This is an optimization exercise on Yosys and OpenROAD, whose aim is small area, a short achievable clock period and few clock cycles per item, not a production implementation.
Function was checked by simulation only, so behaviour that the tests miss may differ from the original.
Power figures rest on the tool's default switching activity, not on a simulated workload.

## brute_force_matcher
module brute_force_matcher (
    input  logic        interface_clk,
    input  logic        rst,
    input  logic        i_load_valid,
    input  logic [72:0] i_load_word,     
    input  logic [1:0]  i_match_ready,
    output logic        o_load_ready,
    output logic [1:0]  o_match_valid,
    output logic [37:0] o_match          
);
Size: ~5300 cells after synthesis, ~84000 um^2 of cells after synthesis.
clock: 9.5 ns
lec_check: 0
abc_clock_period_in_ps: 3000
cap_margin: 20
core_margin: 2
core_utilization: 60
setup_slack_margin: 5
slew_margin: 20
tns_end_percent: 100
standard.sh (not shown) runs the stock make flow with config.mk's settings and CLKGATE_MAP_FILE= SYNTH_SCRIPT=/design/flow/synth_recipe.tcl, a recipe that flattens the netlist after the stock synthesis.
==> flow/flow/run.sh <==
#!/bin/bash
# Layout flow: the standard synthesis, then a netlist clean-up of adder polarities
# (flow/fa_polarity.py: drops the inverters synthesis leaves between adder cells; registers
# and all other cells unchanged), then the standard ORFS steps from floorplan to finish,
# with the timing repair aimed below the clock period (SETUP_SLACK_MARGIN) and every
# port buffered with buf_4.
set -euo pipefail
MARGIN=6.2
R=orfs/results/sky130hd/brute_force_matcher/base
bash standard.sh synth > make_synth.log 2>&1
cp $R/1_2_yosys.v $R/1_2_yosys_std.v
python3 flow/fa_polarity.py $R/1_2_yosys_std.v $R/1_2_yosys.v > fa_polarity.log 2>&1
rm -f $R/1_synth.odb $R/1_synth.sdc
bash standard.sh SETUP_SLACK_MARGIN=$MARGIN "BUFFER_PORTS_ARGS=-buffer_cell sky130_fd_sc_hd__buf_4" finish > make_finish.log 2>&1
Other scripts of this flow, unchanged in this note and not shown: flow/flow/fa_polarity.py
Testbench counts at the start, summed over its fixed seeds: cycles 1,360, queries 1,024.
Edit:
--- a/flow/flow/run.sh
+++ b/flow/flow/run.sh
@@ -7,3 +7,3 @@
 set -euo pipefail
-MARGIN=6.2
+MARGIN=6.3
 R=orfs/results/sky130hd/brute_force_matcher/base
--- a/flow/config.mk
+++ b/flow/config.mk
@@ -10,3 +10,5 @@
 export CORE_MARGIN = 2
-export CORE_UTILIZATION = 60
+export CORE_UTILIZATION = 40
+export CTS_CLUSTER_DIAMETER = 60
+export CTS_CLUSTER_SIZE = 24
 export SETUP_SLACK_MARGIN = 5
Outcome: The changed run completed with no timing, DRC or antenna violations; global-route usage decreases by 10 points; wire length goes up by 3.0%; via count goes down by about 1%; first-iteration DRC count goes up by 4.1%; setup slack degrades by 0.058 ns; clock-buffer cell count drops by 105; fmax goes down by about 1.7%; design area is higher by about 1.1%; power goes down by 3.1%; core utilization went down by 22 points; synthesized cell count is unchanged.
Edit:
--- a/flow/flow/run.sh
+++ b/flow/flow/run.sh
@@ -4,6 +4,5 @@
 # and all other cells unchanged), then the standard ORFS steps from floorplan to finish,
-# with the timing repair aimed below the clock period (SETUP_SLACK_MARGIN) and every
-# port buffered with buf_4.
+# with the timing repair aimed below the clock period (SETUP_SLACK_MARGIN).
 set -euo pipefail
-MARGIN=6.3
+MARGIN=6.0
 R=orfs/results/sky130hd/brute_force_matcher/base
@@ -13,2 +12,2 @@
 rm -f $R/1_synth.odb $R/1_synth.sdc
-bash standard.sh SETUP_SLACK_MARGIN=$MARGIN "BUFFER_PORTS_ARGS=-buffer_cell sky130_fd_sc_hd__buf_4" finish > make_finish.log 2>&1
+bash standard.sh SETUP_SLACK_MARGIN=$MARGIN finish > make_finish.log 2>&1
--- a/flow/config.mk
+++ b/flow/config.mk
@@ -11,4 +11,2 @@
 export CORE_UTILIZATION = 40
-export CTS_CLUSTER_DIAMETER = 60
-export CTS_CLUSTER_SIZE = 24
 export SETUP_SLACK_MARGIN = 5
Outcome:
- routed wire length increases by about 1%
- sequential share of layout area drops by 0.30 points
- fmax decreases by 6.1%
- sequential power hardly moves
- worst hold slack is about the same
- clock power is higher by about 18%
- die area is unchanged
- final area came out higher by about 0.5%
- via count increases by 1.2%
- cell count came out higher by about 0.33%
- clock-buffer cell count came out higher by 123
Edit:
--- a/flow/flow/run.sh
+++ b/flow/flow/run.sh
@@ -4,5 +4,6 @@
 # and all other cells unchanged), then the standard ORFS steps from floorplan to finish,
-# with the timing repair aimed below the clock period (SETUP_SLACK_MARGIN).
+# with the timing repair aimed below the clock period (SETUP_SLACK_MARGIN) and every
+# port buffered with buf_4.
 set -euo pipefail
-MARGIN=6.0
+MARGIN=6.3
 R=orfs/results/sky130hd/brute_force_matcher/base
@@ -12,2 +13,2 @@
 rm -f $R/1_synth.odb $R/1_synth.sdc
-bash standard.sh SETUP_SLACK_MARGIN=$MARGIN finish > make_finish.log 2>&1
+bash standard.sh SETUP_SLACK_MARGIN=$MARGIN "BUFFER_PORTS_ARGS=-buffer_cell sky130_fd_sc_hd__buf_4" finish > make_finish.log 2>&1
--- a/flow/config.mk
+++ b/flow/config.mk
@@ -11,2 +11,3 @@
 export CORE_UTILIZATION = 40
+export CTS_BUF_LIST = sky130_fd_sc_hd__clkbuf_8
 export SETUP_SLACK_MARGIN = 5
Outcome:
- core utilization rose by 0.51 points
- sequential cell count stays the same
- clock-buffer cell count rose by 90
- register-to-register slack gets better by 0.15 ns
- sequential share of layout area fell by 0.46 points
- sequential power hardly moves
- via count rose by 1.6%
- final cell count rose by 3.5%
- first-iteration DRC count fell by 1.0%
- cell area rose by 1.1%
Edit:
--- a/flow/flow/run.sh
+++ b/flow/flow/run.sh
@@ -7,3 +7,3 @@
 set -euo pipefail
-MARGIN=6.3
+MARGIN=6.4
 R=orfs/results/sky130hd/brute_force_matcher/base
--- a/flow/config.mk
+++ b/flow/config.mk
@@ -11,3 +11,2 @@
 export CORE_UTILIZATION = 40
-export CTS_BUF_LIST = sky130_fd_sc_hd__clkbuf_8
 export SETUP_SLACK_MARGIN = 5
After rerunning: Global-route usage goes up by 0.40 points. Total power goes up by 3.0%. Area after synthesis does not change. Hold slack stays flat. Routed wire length goes up by 3.1%.
Edit:
--- a/flow/flow/run.sh
+++ b/flow/flow/run.sh
@@ -7,3 +7,3 @@
 set -euo pipefail
-MARGIN=6.4
+MARGIN=6.2
 R=orfs/results/sky130hd/brute_force_matcher/base
Via count decreases by 2.7%.
Worst setup slack hardly moves.
Wire length drops by 3.8%.
Sequential power hardly moves.
Cell area shrinks by 4.0%.
Clock-buffer cell count grows by 2.
Fmax barely changes.
Core utilization decreases by 1.9 points.

-- re-timing with driven ports --
In the flow no input, the clock included, has a driving cell. The finished layouts below were timed again as built, in two steps.
Step 1, drivers: a clkbuf_16 drives interface_clk and a buf_2 each remaining input, both assumed.
Step 2 moves the port delays by t, midway between the first and last clock arrival at a register: inputs arrive t later, outputs are due t later. That takes back most of the time a late clock gives input paths.
Slacks: ideal ports / drivers / drivers and shift; pairs: ideal ports / drivers.
| run | t, ns | setup WS [ns] | worst setup path at the end | latest minus earliest clock arrival (ns) | worst slew at a driven data input, ns |
|---|---|---|---|---|---|
| the first run | 0.874 | 6.198 / 6.174 / 5.452 | input to register | 0.029 / 0.030 | 0.06 |
| the second run | 0.884 | 6.139 / 6.131 / 5.304 | input to register | 0.080 / 0.080 | 0.13 |
| the third run | 0.917 | 5.920 / 5.971 / 5.054 | input to register | 0.059 / 0.059 | 0.10 |
| the fourth run | 1.058 | 6.075 / 5.994 / 5.247 | input to register | 0.097 / 0.097 | 0.13 |
| the fifth run | 0.906 | 6.217 / 6.126 / 5.562 | input to register | 0.070 / 0.070 | 0.12 |
| the sixth run | 0.902 | 6.217 / 6.124 / 5.491 | input to register | 0.078 / 0.079 | 0.10 |
After both steps every run listed still meets setup and hold. For the third run, which loses most, drivers alone change the setup slack by +0.051 ns; drivers and shift together by -0.866 ns.
